What follows belongs to an exercise in optimizing a design on an open flow for small area; a production flow would make more cautious choices. Only simulation tests tie the RTL to the original design; equivalence was not proved. Power figures rest on the tool's default switching activity, not on a simulated workload.

==> inputs of run a <==
## kyber_zeta_inv_gen
module kyber_zeta_inv_gen
(
  input  logic        clk,
  input  logic        reset,
  input  logic        start,
  output logic        busy,
  output logic        done,
  input  logic [6:0]  ad,
  input  logic        ce,
  input  logic        oce,
  output logic [11:0] dout
);
Settings: LEC_CHECK=0, CAP_MARGIN=20, CORE_MARGIN=2, CORE_UTILIZATION=45, GPL_TIMING_DRIVEN=0, SETUP_SLACK_MARGIN=0.4, SLEW_MARGIN=20, SYNTH_HIERARCHICAL=1; clock period 6.0 ns.
standard.sh (not shown) runs the stock make flow with config.mk's settings and CLKGATE_MAP_FILE= SYNTH_SCRIPT=/design/flow/synth_recipe.tcl, a recipe that flattens the netlist after the stock synthesis.
==> flow/flow/run.sh <==
#!/bin/bash
# Standard synthesis (hierarchical, so the generated table logic keeps its
# gate structure), then an area re-map of the flattened combinational logic
# (best of several ABC recipes; flip-flops untouched), then the standard
# layout steps with small port buffers and a small clock tree.
set -euo pipefail
W=$PWD
F=$W/flow
R=$W/orfs/results/$FLOW_PLATFORM/kyber_zeta_inv_gen/base
YOSYS=$(command -v yosys || echo "$FLOW_HOME/../tools/install/yosys/bin/yosys")

bash standard.sh synth > $W/synth_std.log 2>&1
cp $R/1_2_yosys.v $W/std_netlist.v

mkdir -p $W/reopt
cp $F/recipes.txt $F/downsize.txt $F/seqcells.txt $W/reopt/
REOPT_LIB=$FLOW_HOME/platforms/$FLOW_PLATFORM/lib/sky130_fd_sc_hd__tt_025C_1v80.lib \
REOPT_TOP=$FLOW_TOP REOPT_DIR=$W/reopt REOPT_IN=$W/std_netlist.v REOPT_OUT=$W/reopt_netlist.v \
  $YOSYS -q -l $W/reopt.log -c $F/reopt.tcl > $W/reopt.out 2>&1
cp $W/reopt_netlist.v $R/1_2_yosys.v
touch $R/1_2_yosys.v

bash standard.sh \
  "BUFFER_PORTS_ARGS=-buffer_cell sky130_fd_sc_hd__buf_1" \
  "CTS_ARGS=-sink_clustering_enable -sink_clustering_size 30 -sink_clustering_max_diameter 400 -buf_list sky130_fd_sc_hd__clkbuf_4 -root_buf sky130_fd_sc_hd__clkbuf_4 -repair_clock_nets -dont_use_dummy_load" \
  finish > $W/layout.log 2>&1
Other scripts of this flow, unchanged in this note and not shown: flow/flow/downsize.txt, flow/flow/recipes.txt, flow/flow/reopt.tcl, flow/flow/seqcells.txt
==> inputs of run b, as changes to run a <==
--- a/flow/design.v
+++ b/flow/design.v
@@ -182,51 +182,51 @@
   output logic        done,
   input  logic [6:0]  ad,
   input  logic        ce,
   input  logic        oce,
   output logic [11:0] dout
 );
   localparam logic [10:0] LFSR_END = 11'd2009;
   logic [10:0] r_lfsr;
-  logic        r_idle;
+  logic        r_busy;
   logic        r_fin;
   logic        r_done;
   logic [6:0]  r_ad;
   logic        r_nz;
   logic [6:0]  w_ra;
   logic        w_rnz;
   logic [11:0] w_rom;
   logic        w_end;
   logic        w_acc;
   logic        w_unused_oce;
   assign w_unused_oce = oce;
   assign w_end = (r_lfsr == LFSR_END);
-  assign w_acc = start && r_idle && !r_fin;
+  assign w_acc = start && !r_busy && !r_fin;
   always_ff @(posedge clk) begin
-    if (!r_idle) r_lfsr <= {~r_lfsr[9:0], r_lfsr[10] ^ r_lfsr[8]};
-    else         r_lfsr <= '0;
+    if (r_busy) r_lfsr <= {~r_lfsr[9:0], r_lfsr[10] ^ r_lfsr[8]};
+    else        r_lfsr <= '0;
   end
   always_ff @(posedge clk or posedge reset) begin
     if (reset) begin
-      r_idle <= 1'b1;
+      r_busy <= 1'b0;
       r_fin  <= 1'b0;
       r_done <= 1'b0;
     end else begin
-      r_idle <= !(w_acc || (!r_idle && !w_end));
-      r_fin  <= !r_idle && w_end;
+      r_busy <= w_acc || (r_busy && !w_end);
+      r_fin  <= r_busy && w_end;
       r_done <= r_fin || (r_done && !w_acc);
     end
   end
   always_ff @(posedge clk) begin
     if (ce) r_ad <= ad;
   end
   always_ff @(posedge clk or posedge reset) begin
     if (reset)   r_nz <= 1'b0;
-    else if (ce) r_nz <= r_idle;
+    else if (ce) r_nz <= !r_busy;
   end
   assign w_ra  = r_ad;
   assign w_rnz = r_nz;
   logic rn_new_n21, rn_new_n22, rn_new_n23, rn_new_n24, rn_new_n25, rn_new_n26, rn_new_n27, rn_new_n28, rn_new_n29, rn_new_n30, rn_new_n31, rn_new_n32, rn_new_n33, rn_new_n34, rn_new_n35, rn_new_n36, rn_new_n37, rn_new_n38, rn_new_n39, rn_new_n40, rn_new_n41, rn_new_n42, rn_new_n43, rn_new_n44, rn_new_n45, rn_new_n46, rn_new_n47, rn_new_n48, rn_new_n49, rn_new_n50, rn_new_n51, rn_new_n52, rn_new_n53, rn_new_n54, rn_new_n55, rn_new_n56, rn_new_n57, rn_new_n58, rn_new_n59, rn_new_n60, rn_new_n61, rn_new_n62, rn_new_n63, rn_new_n64, rn_new_n65, rn_new_n66, rn_new_n67, rn_new_n68, rn_new_n69, rn_new_n70, rn_new_n71, rn_new_n72, rn_new_n73, rn_new_n74, rn_new_n75, rn_new_n76, rn_new_n77, rn_new_n78, rn_new_n79, rn_new_n80, rn_new_n81, rn_new_n82, rn_new_n83, rn_new_n84, rn_new_n85, rn_new_n86, rn_new_n87, rn_new_n88, rn_new_n89, rn_new_n90, rn_new_n91, rn_new_n92, rn_new_n93, rn_new_n94, rn_new_n95, rn_new_n96, rn_new_n98, rn_new_n99, rn_new_n100, rn_new_n101, rn_new_n102, rn_new_n103, rn_new_n104, rn_new_n105, rn_new_n106, rn_new_n107, rn_new_n108, rn_new_n109, rn_new_n110, rn_new_n111, rn_new_n112, rn_new_n113, rn_new_n114, rn_new_n115, rn_new_n116, rn_new_n117, rn_new_n118, rn_new_n119, rn_new_n120, rn_new_n121, rn_new_n122, rn_new_n123, rn_new_n124, rn_new_n125, rn_new_n126, rn_new_n128, rn_new_n129, rn_new_n130, rn_new_n131, rn_new_n132, rn_new_n133, rn_new_n134, rn_new_n135, rn_new_n136, rn_new_n137, rn_new_n138, rn_new_n139, rn_new_n140, rn_new_n141, rn_new_n142, rn_new_n143, rn_new_n144, rn_new_n145, rn_new_n146, rn_new_n147, rn_new_n149, rn_new_n150, rn_new_n151, rn_new_n152, rn_new_n153, rn_new_n154, rn_new_n155, rn_new_n156, rn_new_n157, rn_new_n158, rn_new_n159, rn_new_n160, rn_new_n161, rn_new_n162, rn_new_n163, rn_new_n164, rn_new_n165, rn_new_n166, rn_new_n167, rn_new_n168, rn_new_n169, rn_new_n170, rn_new_n171, rn_new_n172, rn_new_n174, rn_new_n175, rn_new_n176, rn_new_n177, rn_new_n178, rn_new_n179, rn_new_n180, rn_new_n181, rn_new_n182, rn_new_n183, rn_new_n184, rn_new_n185, rn_new_n186, rn_new_n187, rn_new_n188, rn_new_n189, rn_new_n191, rn_new_n192, rn_new_n193, rn_new_n194, rn_new_n195, rn_new_n196, rn_new_n197, rn_new_n198, rn_new_n199, rn_new_n200, rn_new_n201, rn_new_n202, rn_new_n203, rn_new_n204, rn_new_n205, rn_new_n206, rn_new_n207, rn_new_n209, rn_new_n210, rn_new_n211, rn_new_n212, rn_new_n213, rn_new_n214, rn_new_n215, rn_new_n216, rn_new_n217, rn_new_n218, rn_new_n219, rn_new_n221, rn_new_n222, rn_new_n223, rn_new_n224, rn_new_n225, rn_new_n226, rn_new_n227, rn_new_n228, rn_new_n229, rn_new_n230, rn_new_n231, rn_new_n232, rn_new_n233, rn_new_n234, rn_new_n236, rn_new_n237, rn_new_n238, rn_new_n239, rn_new_n240, rn_new_n241, rn_new_n242, rn_new_n243, rn_new_n244, rn_new_n245, rn_new_n246, rn_new_n248, rn_new_n249, rn_new_n250, rn_new_n251, rn_new_n252, rn_new_n253, rn_new_n254, rn_new_n255, rn_new_n256, rn_new_n257, rn_new_n258, rn_new_n260, rn_new_n261, rn_new_n262, rn_new_n263, rn_new_n264, rn_new_n265, rn_new_n266, rn_new_n267, rn_new_n268, rn_new_n269, rn_new_n270, rn_new_n271, rn_new_n272, rn_new_n274, rn_new_n275, rn_new_n276, rn_new_n277, rn_new_n278, rn_new_n279, rn_new_n280, rn_new_n281, rn_new_n282;
   kyber_g_clkinv_1 u_g0 (.A(w_ra[0]), .Y(rn_new_n21));
   kyber_g_clkinv_1 u_g1 (.A(w_ra[1]), .Y(rn_new_n22));
   kyber_g_clkinv_1 u_g2 (.A(w_ra[2]), .Y(rn_new_n23));
   kyber_g_clkinv_1 u_g3 (.A(w_ra[4]), .Y(rn_new_n24));
@@ -484,12 +484,12 @@
   kyber_g_a21oi_1 u_g255 (.A1(rn_new_n108), .A2(rn_new_n138), .B1(rn_new_n166), .Y(rn_new_n276));
   kyber_g_o21ai_0 u_g256 (.A1(w_ra[3]), .A2(rn_new_n276), .B1(w_ra[5]), .Y(rn_new_n277));
   kyber_g_a21oi_1 u_g257 (.A1(w_ra[3]), .A2(rn_new_n275), .B1(rn_new_n277), .Y(rn_new_n278));
   kyber_g_o21ai_0 u_g258 (.A1(rn_new_n195), .A2(rn_new_n241), .B1(rn_new_n262), .Y(rn_new_n279));
   kyber_g_nor2_1 u_g259 (.A(rn_new_n47), .B(rn_new_n151), .Y(rn_new_n280));
   kyber_g_o31a_1 u_g260 (.A1(rn_new_n167), .A2(rn_new_n211), .A3(rn_new_n280), .B1(rn_new_n279), .X(rn_new_n281));
   kyber_g_o21ai_0 u_g261 (.A1(w_ra[5]), .A2(rn_new_n281), .B1(w_rnz), .Y(rn_new_n282));
   kyber_g_nor2_1 u_g262 (.A(rn_new_n278), .B(rn_new_n282), .Y(w_rom[11]));
-  assign busy = !r_idle;
+  assign busy = r_busy;
   assign done = r_done;
   assign dout = w_rom;
 endmodule
==> summary.txt <==
Power:
- The group with the largest share of power is sequential cells.

Floorplan:
- In this run the standard cell core region covers 4324 sq um.

Cells and area:
- In the layout the tool counted multi-input logic cells amounting to 277.

Critical path:
- In this design, the stage delay of the slowest critical-path cell is 750 ps.
- Across all register-to-register paths, the minimum setup slack is 4980 ps.
- The cell count along the critical path is 10.

Detailed routing:
- The detailed router put a total of 2968 um of wire on met1.

Global routing:
- The met3 track demand over resource is 4.701%.
- In the global route stage, met1 resource usage came out at 40.02%.

Status:
- The run finished with no timing, DRC or antenna violations.

STA:
- The setup clock skew after layout is 4.560 ps.
- The final worst hold slack is 418.6 ps.
- After layout, the worst path uses 83.52% of the clock period.
That was run a.
==> summary.txt <==
STA:
- The setup clock skew after layout is 4.391 ps.
- Hold timing on the final database bottoms out at a slack of 419.2 ps.
- The fraction of the cycle the final worst path needs is 81.94%.

Status:
- The flow ran to the end and the layout has no timing, DRC or antenna violations.

Cells and area:
- The number of combinational gates with multiple inputs is 278.

Critical path:
- The cell count along the critical path is 12.
- The setup check on the worst reg-to-reg path leaves a slack of 4940 ps.

Power:
- The part of the power in registers is 43.3%.
- Ranked by power, first place goes to combinational logic.

Global routing:
- For met3 alone, demand over resource in global routing was 4.986%.
- The routing usage on met1 is 39.49%.

Detailed routing:
- The length of routed wiring on met1 is 2913 um.

Min path:
- The hold path depth is 1.
That was run b.

* * *

==> wip/maple <==
kyber_zeta_inv_gen, a different RTL version from the one above (not shown whole).
Settings: LEC_CHECK=0, CAP_MARGIN=20, CORE_MARGIN=2, CORE_UTILIZATION=45, SLEW_MARGIN=20, SYNTH_HIERARCHICAL=1; clock period 6.0 ns.
==> flow/flow/run.sh <==
#!/bin/bash
# Standard synthesis (hierarchical, so the generated table logic keeps its
# gate structure), then an area re-map of the flattened combinational logic
# (best of several ABC recipes; flip-flops untouched), then the standard
# layout steps with small port buffers and a small clock tree.
set -euo pipefail
W=$PWD
F=$W/flow
R=$W/orfs/results/$FLOW_PLATFORM/kyber_zeta_inv_gen/base
YOSYS=$(command -v yosys || echo "$FLOW_HOME/../tools/install/yosys/bin/yosys")

bash standard.sh synth > $W/synth_std.log 2>&1
cp $R/1_2_yosys.v $W/std_netlist.v

mkdir -p $W/reopt
cp $F/recipes.txt $W/reopt/recipes.txt
REOPT_LIB=$FLOW_HOME/platforms/$FLOW_PLATFORM/lib/sky130_fd_sc_hd__tt_025C_1v80.lib \
REOPT_TOP=$FLOW_TOP REOPT_DIR=$W/reopt REOPT_IN=$W/std_netlist.v REOPT_OUT=$W/reopt_netlist.v \
  $YOSYS -q -l $W/reopt.log -c $F/reopt.tcl > $W/reopt.out 2>&1
cp $W/reopt_netlist.v $R/1_2_yosys.v
touch $R/1_2_yosys.v

bash standard.sh \
  "BUFFER_PORTS_ARGS=-buffer_cell sky130_fd_sc_hd__buf_1" \
  "CTS_ARGS=-sink_clustering_enable -sink_clustering_size 30 -sink_clustering_max_diameter 400 -buf_list sky130_fd_sc_hd__clkbuf_4 -root_buf sky130_fd_sc_hd__clkbuf_4 -repair_clock_nets -dont_use_dummy_load" \
  finish > $W/layout.log 2>&1
Other scripts of this flow, unchanged in this note and not shown: flow/flow/recipes.txt, flow/flow/reopt.tcl
==> wip/onyx (differences from wip/maple) <==
--- a/flow/design.v
+++ b/flow/design.v
@@ -135,34 +135,34 @@
   input  logic        start,
   output logic        busy,
   output logic        done,
   input  logic [6:0]  ad,
   input  logic        ce,
   input  logic        oce,
   output logic [11:0] dout
 );
-  localparam logic [10:0] LFSR_END = 11'd1077;
+  localparam logic [10:0] LFSR_END = 11'd2009;
   logic [10:0] r_lfsr;
   logic        r_busy;
   logic        r_fin;
   logic        r_done;
   logic [6:0]  r_ad;
   logic        r_nz;
   logic [6:0]  w_ra;
   logic        w_rnz;
   logic [11:0] w_rom;
   logic        w_end;
   logic        w_acc;
   logic        w_unused_oce;
   assign w_unused_oce = oce;
   assign w_end = (r_lfsr == LFSR_END);
   assign w_acc = start && !r_busy && !r_fin;
   always_ff @(posedge clk) begin
-    if (r_busy) r_lfsr <= {r_lfsr[9:0], ~(r_lfsr[10] ^ r_lfsr[8])};
+    if (r_busy) r_lfsr <= {~r_lfsr[9:0], r_lfsr[10] ^ r_lfsr[8]};
     else        r_lfsr <= '0;
   end
   always_ff @(posedge clk or posedge reset) begin
     if (reset) begin
       r_busy <= 1'b0;
       r_fin  <= 1'b0;
       r_done <= 1'b0;
     end else begin
Settings changed: GPL_TIMING_DRIVEN from default to 0, SETUP_SLACK_MARGIN from default to 0.4.
==> results.py <==
metrics = {
    "placement": {
        "place_congestion": 1.07,
    },
    "die": {
        "start_util_pct": 47.6,
    },
    "outcome": {
        "status": "no timing/DRC/antenna violations",
    },
    "cells_and_area": {
        "areaGrowthSynthToFinish_pct": 10.2,
        "multi_input_area_um2": 1350,
        "final-nonclk-buf-share_pct": 5.51,
        "fin_cells": 438,
    },
    "worst_setup_path": {
        "cp.depth": 12,
    },
    "global_route": {
        "grt_use_met2_pct": 46.9,
    },
    "power": {
        "finalPower_w": 0.000527,
    },
    "drt": {
        "wl_met1_um": 3270,
    },
}
Source of the figures above: wip/maple

==> results.py <==
metrics = {
    "outcome": {
        "status": "no timing/DRC/antenna violations",
    },
    "power": {
        "finalPower_w": 0.000542,
    },
    "cells_and_area": {
        "multi_input_area_um2": 1350,
        "final-nonclk-buf-share_pct": 4.03,
        "fin_cells": 421,
    },
    "placement": {
        "place_congestion": 1.09,
    },
    "global_route": {
        "grt_use_met2_pct": 47.6,
    },
    "drt": {
        "wl_met1_um": 3000,
    },
}
Source of the figures above: wip/onyx


* * *

==> trial 11 <==
kyber_zeta_inv_gen, a different RTL version from the one above (not shown whole).
==> flow/config.mk <==
export PLATFORM = sky130hd
export DESIGN_NAME = kyber_zeta_inv_gen
export DESIGN_NICKNAME = kyber_zeta_inv_gen
export VERILOG_FILES = /design/flow/design.v
export SDC_FILE = /design/flow/constraint.sdc
export NUM_CORES = 4
export LEC_CHECK = 0
export CAP_MARGIN = 20
export CORE_MARGIN = 2
export CORE_UTILIZATION = 45
export GPL_TIMING_DRIVEN = 0
export SETUP_SLACK_MARGIN = 0.4
export SLEW_MARGIN = 20
export SYNTH_HIERARCHICAL = 1
==> flow/constraint.sdc <==
create_clock -name core_clock -period 6.0 [get_ports {clk}]
set_input_delay 1.2000 -clock core_clock [delete_from_list [all_inputs] [get_ports {clk}]]
set_output_delay 1.2000 -clock core_clock [all_outputs]
set_load 0.01 [all_outputs]
==> flow/flow/run.sh <==
#!/bin/bash
# Standard synthesis (hierarchical, so the generated table logic keeps its
# gate structure), then an area re-map of the flattened combinational logic
# (best of several ABC recipes; flip-flops untouched), then the standard
# layout steps with small port buffers and a small clock tree.
set -euo pipefail
W=$PWD
F=$W/flow
R=$W/orfs/results/$FLOW_PLATFORM/kyber_zeta_inv_gen/base
YOSYS=$(command -v yosys || echo "$FLOW_HOME/../tools/install/yosys/bin/yosys")

bash standard.sh synth > $W/synth_std.log 2>&1
cp $R/1_2_yosys.v $W/std_netlist.v

mkdir -p $W/reopt
cp $F/recipes.txt $F/downsize.txt $F/seqcells.txt $W/reopt/
REOPT_LIB=$FLOW_HOME/platforms/$FLOW_PLATFORM/lib/sky130_fd_sc_hd__tt_025C_1v80.lib \
REOPT_TOP=$FLOW_TOP REOPT_DIR=$W/reopt REOPT_IN=$W/std_netlist.v REOPT_OUT=$W/reopt_netlist.v \
  $YOSYS -q -l $W/reopt.log -c $F/reopt.tcl > $W/reopt.out 2>&1
cp $W/reopt_netlist.v $R/1_2_yosys.v
touch $R/1_2_yosys.v

bash standard.sh \
  "BUFFER_PORTS_ARGS=-buffer_cell sky130_fd_sc_hd__buf_1" \
  "CTS_ARGS=-sink_clustering_enable -sink_clustering_size 30 -sink_clustering_max_diameter 400 -buf_list sky130_fd_sc_hd__clkbuf_8 -root_buf sky130_fd_sc_hd__clkbuf_8 -repair_clock_nets -dont_use_dummy_load" \
  finish > $W/layout.log 2>&1
Other scripts of this flow, unchanged in this note and not shown: flow/flow/downsize.txt, flow/flow/recipes.txt, flow/flow/reopt.tcl, flow/flow/seqcells.txt
==> inputs of build 5, as changes to trial 11 <==
--- a/flow/flow/run.sh
+++ b/flow/flow/run.sh
@@ -22,5 +22,5 @@
 
 bash standard.sh \
   "BUFFER_PORTS_ARGS=-buffer_cell sky130_fd_sc_hd__buf_1" \
-  "CTS_ARGS=-sink_clustering_enable -sink_clustering_size 30 -sink_clustering_max_diameter 400 -buf_list sky130_fd_sc_hd__clkbuf_8 -root_buf sky130_fd_sc_hd__clkbuf_8 -repair_clock_nets -dont_use_dummy_load" \
+  "CTS_ARGS=-sink_clustering_enable -sink_clustering_size 30 -sink_clustering_max_diameter 400 -buf_list sky130_fd_sc_hd__clkbuf_4 -root_buf sky130_fd_sc_hd__clkbuf_4 -repair_clock_nets -dont_use_dummy_load" \
   finish > $W/layout.log 2>&1
==> comparison table <==
item	trial 11	build 5
Status	complete, no violations	complete, no violations
Total length of routed met3 wires	1.043 mm	967 µm
Final worst path period need	4.776 ns	4.865 ns
First-pass detailed-route iteration total	7	5
Upper clock frequency limit	0.2094 GHz	0.2055 GHz
Slew of the pin with the lowest slew margin	0.8385 ns	0.8623 ns
Multi-input logic portion of the cell area	0.6477	0.6532
Fin worst setup slack	1.224 ns	1.135 ns
Sequential fraction of total cell area	0.2396	0.2416
Root Buffer Master	sky130_fd_sc_hd__clkbuf_8	sky130_fd_sc_hd__clkbuf_4
Fill cell total of the finished layout	455	461
Psw	0.0002365 W	0.0002343 W
Clock edge transition at the registers on the reported setup and hold paths	0.07 ns	0.10 ns
Via density per instance	7.133	7.018
GRT met1 Usage	0.3887	0.3896
WHS	0.4081 ns	0.4145 ns
Met2 routing resource usage after global routing	0.4714	0.4683
Initial DRC Count	706	621

[separate check: timing with driven ports]
How much do the figures lean on ideal ports? The routed layouts below were timed once more, with nothing changed but the port constraints.
Step 1: set_driving_cell puts a clkbuf_16 on clk and a buf_2 on each other input, an assumption about the parent block.
Step 2 adds t to the input delays and takes it off the output delays; t is the mean of the earliest and latest rising clock arrival at the registers after step 1. Input paths then give back, and output paths get back, about the clock's delay inside the block.
Three values: ideal ports, drivers, drivers and shift; two values: the first two.
| run | t, ns | slack for setup (ns) | latest minus earliest clock arrival (ns) | slew at the worst register clock pin (ns) | pins driven straight from the clock port |
|---|---|---|---|---|---|
| run a | 0.309 | 0.989 / 0.968 / 1.277 | 0.005 / 0.005 | 0.10 / 0.10 | 1 |
| run b | 0.309 | 1.084 / 1.061 / 1.370 | 0.005 / 0.005 | 0.11 / 0.11 | 1 |
| wip/maple | 0.314 | 1.307 / 1.285 / 1.599 | 0.018 / 0.018 | 0.12 / 0.12 | 1 |
| wip/onyx | 0.311 | 0.820 / 0.799 / 1.110 | 0.027 / 0.026 | 0.12 / 0.12 | 1 |
| trial 11 | 0.271 | 1.224 / 1.201 / 1.472 | 0.001 / 0.002 | 0.07 / 0.07 | 1 |
| build 5 | 0.315 | 1.135 / 1.114 / 1.429 | 0.004 / 0.004 | 0.10 / 0.10 | 1 |
After both steps setup and hold are still met in every run listed.
